This design comes from an exercise in tuning for small area, a short achievable clock period and few clock cycles per item on the open sky130 flow, not from production work. The RTL was checked by simulation tests, not by an equivalence proof against the original design. Power is estimated from default activity; no workload was simulated.

Setup of JK:
==> flow/design.v (excerpt) <==
module fp_mult_stream #(
    parameter int WIDTH      = 32,
    parameter int INT_WIDTH  = 16,
    parameter int FRAC_WIDTH = 16,
    parameter int SIGNED     = 1,
    parameter int STAGES     = 3,
    parameter int ROUND      = 1
) (
    input  logic              clk,
    input  logic              reset,
    input  logic              in_valid,
    output logic              in_ready,
    input  logic [WIDTH-1:0]  left,
    input  logic [WIDTH-1:0]  right,
    output logic              out_valid,
    input  logic              out_ready,
    output logic [WIDTH-1:0]  out,
    output logic              ovf
);
Size: roughly 3000 cells after synthesis, about 100 I/O pins, roughly 0.033 mm² of cells after synthesis.
==> flow/config.mk <==
export PLATFORM = sky130hd
export DESIGN_NAME = fp_mult_stream
export DESIGN_NICKNAME = fp_mult_stream
export VERILOG_FILES = /design/flow/design.v
export SDC_FILE = /design/flow/constraint.sdc
export NUM_CORES = 4
export LEC_CHECK = 0
export ABC_AREA = 1
export CAP_MARGIN = 20
export CORE_MARGIN = 2
export CORE_UTILIZATION = 40
export CTS_BUF_LIST = sky130_fd_sc_hd__clkbuf_8
export SLEW_MARGIN = 20
export SYNTH_HIERARCHICAL = 1
==> flow/constraint.sdc <==
create_clock -name core_clock -period 10.0 [get_ports {clk}]
set_input_delay 2.0000 -clock core_clock [delete_from_list [all_inputs] [get_ports {clk}]]
set_output_delay 2.0000 -clock core_clock [all_outputs]
set_load 0.01 [all_outputs]
standard.sh (not shown) runs the stock make flow with config.mk's settings and CLKGATE_MAP_FILE= SYNTH_SCRIPT=/design/flow/synth_recipe.tcl, a recipe that flattens the netlist after the stock synthesis.
==> flow/flow/run.sh <==
#!/bin/bash
set -euo pipefail
bash standard.sh SETUP_SLACK_MARGIN=6.2 "BUFFER_PORTS_ARGS=-buffer_cell sky130_fd_sc_hd__buf_2" finish > standard_flow.log 2>&1
Testbench counts of JK, summed over its fixed seeds: cycles 16,024, items 16,000.
[inputs] MS vs JK
-- flow/config.mk --
<<< JK, line 12
export CTS_BUF_LIST = sky130_fd_sc_hd__clkbuf_8
>>> MS, line 12
export CTS_BUF_LIST = sky130_fd_sc_hd__clkbuf_16
export CTS_CLUSTER_DIAMETER = 110
export CTS_CLUSTER_SIZE = 25
[summary]
- MS has completed all stages; timing, DRC and antenna checks passed.
- The final cell area excluding filler cells in MS sits 1.8% below the value recorded for JK.
- Across both runs, count of clock-buffer cells in the layout was lower for MS than for JK.
- Delta (MS minus JK): clock-pin slew on the worst setup and hold paths rose 0.04 ns, required time at the worst-slack endpoint fell 0.12 ns, total wirelength of the detailed-routed design fell 0.88%.
- Area occupied by multi-input gates: JK vs MS, no meaningful difference
- Power delta (MS − JK): favourable

fp_mult_stream, a different RTL version from the one above (not shown whole).
Size: roughly 3100 cells after synthesis.
export LEC_CHECK = 0
export ABC_AREA = 1
export CAP_MARGIN = 20
export CORE_MARGIN = 2
export CORE_UTILIZATION = 40
export SLEW_MARGIN = 20
export SYNTH_HIERARCHICAL = 1
create_clock -name core_clock -period 10.0 [get_ports {clk}]
==> flow/flow/run.sh <==
#!/bin/bash
# The standard layout (standard.sh), with repair_timing aiming for
# 6.0 ns of setup slack at the design's 10 ns clock.
set -euo pipefail
bash standard.sh SETUP_SLACK_MARGIN=6.0 finish > standard_flow.log 2>&1
Testbench counts at the start, summed over its fixed seeds: cycles 16,024, items 16,000.
Rerun with:
==> flow/flow/run.sh (replaced) <==
#!/bin/bash
set -euo pipefail
bash standard.sh SETUP_SLACK_MARGIN=6.3 "BUFFER_PORTS_ARGS=-buffer_cell sky130_fd_sc_hd__buf_2" finish > standard_flow.log 2>&1
Result: The new run finished clean. Design area is higher by 11%. Fmax came out lower by 4.7%. Synthesized area stays the same. Worst setup slack gets worse by 0.19 ns.

Another version of the RTL of fp_mult_stream (not shown whole).
Size in the first run: roughly 3000 cells after synthesis, ~100 I/O pins, ~32000 µm² of cells after synthesis.
Settings: LEC_CHECK=0, ABC_AREA=1, CAP_MARGIN=20, CORE_MARGIN=2, CORE_UTILIZATION=40, SLEW_MARGIN=20, SYNTH_HIERARCHICAL=1; clock period 10.0 ns.
==> flow/flow/run.sh <==
#!/bin/bash
set -euo pipefail
bash standard.sh SETUP_SLACK_MARGIN=6.0 "BUFFER_PORTS_ARGS=-buffer_cell sky130_fd_sc_hd__buf_2" finish > standard_flow.log 2>&1
The first run ran to the end with no violations.
Testbench counts at the start, summed over its fixed seeds: cycles 16,024, items 16,000.
Edit:
==> flow/flow/run.sh (replaced) <==
#!/bin/bash
set -euo pipefail
bash standard.sh SETUP_SLACK_MARGIN=6.2 "BUFFER_PORTS_ARGS=-buffer_cell sky130_fd_sc_hd__buf_2" finish > standard_flow.log 2>&1
Outcome:
- The new run completed with no timing, DRC or antenna violations
- critical path depth climbs by 3
- combinational power climbs by a few percent
- setup slack gains 0.035 ns
- final area climbs by a few percent
- utilization climbs by 2.6 points
- fmax climbs slightly
- area after synthesis does not change
- worst hold slack loses 0.026 ns
- wire length climbs by a few percent
- via count climbs by a few percent
Edit:
==> flow/flow/run.sh (replaced) <==
#!/bin/bash
set -euo pipefail
bash standard.sh SETUP_SLACK_MARGIN=6.0 "BUFFER_PORTS_ARGS=-buffer_cell sky130_fd_sc_hd__buf_2" finish > standard_flow.log 2>&1
=> Hold slack gets better by 0.026 ns; clock-buffer cell count shrinks by 3; final cell count shrinks by 1.3%.

RTL: one of the versions met above, not the one the previous note started from.
For scale: about 33000 µm² of cells after synthesis.
## fp_mult_stream
module fp_mult_stream #(
    parameter int WIDTH      = 32,
    parameter int INT_WIDTH  = 16,
    parameter int FRAC_WIDTH = 16,
    parameter int SIGNED     = 1,
    parameter int STAGES     = 3,
    parameter int ROUND      = 1
) (
    input  logic              clk,
    input  logic              reset,
    input  logic              in_valid,
    output logic              in_ready,
    input  logic [WIDTH-1:0]  left,
    input  logic [WIDTH-1:0]  right,
    output logic              out_valid,
    input  logic              out_ready,
    output logic [WIDTH-1:0]  out,
    output logic              ovf
);
    logic              en;
    logic [2:1]        valid_q;
    logic              res0_v_q, res1_v_q, rdy_q;
    logic              res1_v_d;
    logic [33:0]       res0_q, res1_q;      
    logic [33:0]       res_c;
    logic              push;
    logic [31:0]       a_q;
    logic [15:0]       one_q, two_q, neg_q;
    logic [15:0]       one_d, two_d, neg_d;
    logic [137:0]      cs_q;
    logic              sgn_q;
    logic              res0_nov_q, res0_nsg_q;
    assign en        = ~res1_v_q;
    assign in_ready  = rdy_q;               
    assign push      = en & valid_q[2];
    assign out_valid = res0_v_q;
  ...
==> flow/config.mk <==
export PLATFORM = sky130hd
export DESIGN_NAME = fp_mult_stream
export DESIGN_NICKNAME = fp_mult_stream
export VERILOG_FILES = /design/flow/design.v
export SDC_FILE = /design/flow/constraint.sdc
export NUM_CORES = 4
export LEC_CHECK = 0
export ABC_AREA = 1
export CAP_MARGIN = 20
export CORE_MARGIN = 2
export CORE_UTILIZATION = 40
export CTS_BUF_LIST = sky130_fd_sc_hd__clkbuf_8
export SLEW_MARGIN = 20
export SYNTH_HIERARCHICAL = 1
==> flow/constraint.sdc <==
create_clock -name core_clock -period 10.0 [get_ports {clk}]
set_input_delay 2.0000 -clock core_clock [delete_from_list [all_inputs] [get_ports {clk}]]
set_output_delay 2.0000 -clock core_clock [all_outputs]
set_load 0.01 [all_outputs]
==> flow/flow/run.sh <==
#!/bin/bash
set -euo pipefail
bash standard.sh SETUP_SLACK_MARGIN=6.2 "BUFFER_PORTS_ARGS=-buffer_cell sky130_fd_sc_hd__buf_2" finish > standard_flow.log 2>&1
The starting point finished with timing, DRC and antenna clean.
Testbench counts at the start, summed over its fixed seeds: cycles 16,024, items 16,000.
==> next run, changes <==
==> flow/flow/run.sh (replaced) <==
#!/bin/bash
set -euo pipefail
bash standard.sh SETUP_SLACK_MARGIN=6.25 "BUFFER_PORTS_ARGS=-buffer_cell sky130_fd_sc_hd__buf_2" finish > standard_flow.log 2>&1
- CTS_BUF_LIST: sky130_fd_sc_hd__clkbuf_8 -> sky130_fd_sc_hd__clkbuf_16
- CTS_CLUSTER_DIAMETER: default -> 120
- CTS_CLUSTER_SIZE: default -> 30
Outcome:
- worst setup slack improved by 30 ps
- wire length climbs by 3.8%
- flip-flop and latch count stays the same
- power drops by about 1.6%
- sequential power barely changes
- final cell count drops by 1.2%
- design area climbs by 0.89%
- via count climbs by about 1.1%
- synthesized cell count does not change
- global-route usage drops by 0.23 points
==> next run, changes <==
==> flow/flow/run.sh (replaced) <==
#!/bin/bash
set -euo pipefail
bash standard.sh SETUP_SLACK_MARGIN=6.2 "BUFFER_PORTS_ARGS=-buffer_cell sky130_fd_sc_hd__buf_2" finish > standard_flow.log 2>&1
- CTS_BUF_LIST: sky130_fd_sc_hd__clkbuf_16 -> sky130_fd_sc_hd__clkbuf_8
- CTS_CLUSTER_DIAMETER: 120 -> default
- CTS_CLUSTER_SIZE: 30 -> default
- GPL_ROUTABILITY_DRIVEN: default -> 0
After rerunning:
- via count fell by 1.1%
- sequential power is about the same
- combinational power went down by 3.1%
- first-iteration DRC count went down by 8.3%
- routed wire length fell by 3.7%
==> next run, changes <==
- CTS_BUF_LIST: sky130_fd_sc_hd__clkbuf_8 -> sky130_fd_sc_hd__clkbuf_16
- CTS_CLUSTER_DIAMETER: default -> 100
- CTS_CLUSTER_SIZE: default -> 30
- GPL_ROUTABILITY_DRIVEN: 0 -> default
Setup slack loses 19 ps. Clock skew is higher by 14 ps. Combinational power is about the same. Global-route usage is lower by 0.19 points. Wire length is lower slightly.
==> next run, changes <==
- CTS_CLUSTER_SIZE: 30 -> 20
- count of clock-buffer cells in the layout rises by 1
- core utilization drops by 0.22 points
- critical path depth is unchanged
- design area drops by 0.50%
- cell count hardly moves
- total power barely changes
- die area is unchanged
==> next run, changes <==
- CTS_CLUSTER_DIAMETER: 100 -> 80
- CTS_CLUSTER_SIZE: 20 -> 30
Outcome: The new run went through all stages and came out clean; routed wire length rose by 2.3%; worst setup slack improves by 24 ps; count of clock-buffer cells in the layout goes up by 4; clock power increases by 23%; total power goes up by 1.8%; combinational power barely changes; synthesized area is unchanged.

==> port drivers added, routing unchanged <==
No port has a modelled driver above. Below, the same layouts with a new extraction and two added sets of constraints.
Step 1 (the two cells are an assumption about what drives the block):
set clk [get_ports {clk}]
set_driving_cell -lib_cell sky130_fd_sc_hd__clkbuf_16 $clk
set_driving_cell -lib_cell sky130_fd_sc_hd__buf_2 [delete_from_list [all_inputs] $clk]
Step 2 moves the port delays by t, midway between the first and last clock arrival at a register: inputs arrive t later, outputs are due t later. That takes back most of the time a late clock gives input paths.
a / b / c = ideal ports / drivers / drivers and shift; a / b = the first two.
run | shift t [ns] | setup WS [ns] | worst hold slack (ns) | worst data-port slew with drivers (ns) | cell pins on the clock port's net
JK | 0.711 | 6.213 / 6.213 / 6.213 | 0.462 / 0.462 / 0.462 | 0.10 | 1
MS | 0.620 | 6.119 / 6.119 / 6.119 | 0.474 / 0.474 / 0.474 | 0.09 | 1
the first run of note 2 | 0.644 | 6.038 / 6.038 / 6.038 | 0.469 / 0.469 / 0.469 | 0.06 | 1
the second run of note 2 | 0.657 | 5.844 / 5.844 / 5.844 | 0.467 / 0.467 / 0.467 | 0.06 | 1
the first run of note 3 | 0.621 | 5.999 / 5.999 / 5.999 | 0.472 / 0.472 / 0.472 | 0.06 | 1
the second run of note 3 | 0.627 | 6.034 / 6.034 / 6.034 | 0.447 / 0.447 / 0.447 | 0.07 | 1
the third run of note 3 | 0.621 | 5.999 / 5.999 / 5.999 | 0.472 / 0.472 / 0.472 | 0.06 | 1
the first run of note 4 | 0.711 | 6.213 / 6.213 / 6.213 | 0.462 / 0.462 / 0.462 | 0.10 | 1
the second run of note 4 | 0.608 | 6.243 / 6.243 / 6.243 | 0.478 / 0.478 / 0.478 | 0.10 | 1
the third run of note 4 | 0.711 | 6.213 / 6.213 / 6.213 | 0.462 / 0.462 / 0.462 | 0.10 | 1
the fourth run of note 4 | 0.636 | 6.194 / 6.194 / 6.194 | 0.470 / 0.470 / 0.470 | 0.09 | 1
the fifth run of note 4 | 0.625 | 6.143 / 6.143 / 6.143 | 0.464 / 0.464 / 0.464 | 0.09 | 1
the sixth run of note 4 | 0.640 | 6.167 / 6.167 / 6.167 | 0.462 / 0.462 / 0.462 | 0.10 | 1
After both steps every run listed still meets setup and hold.
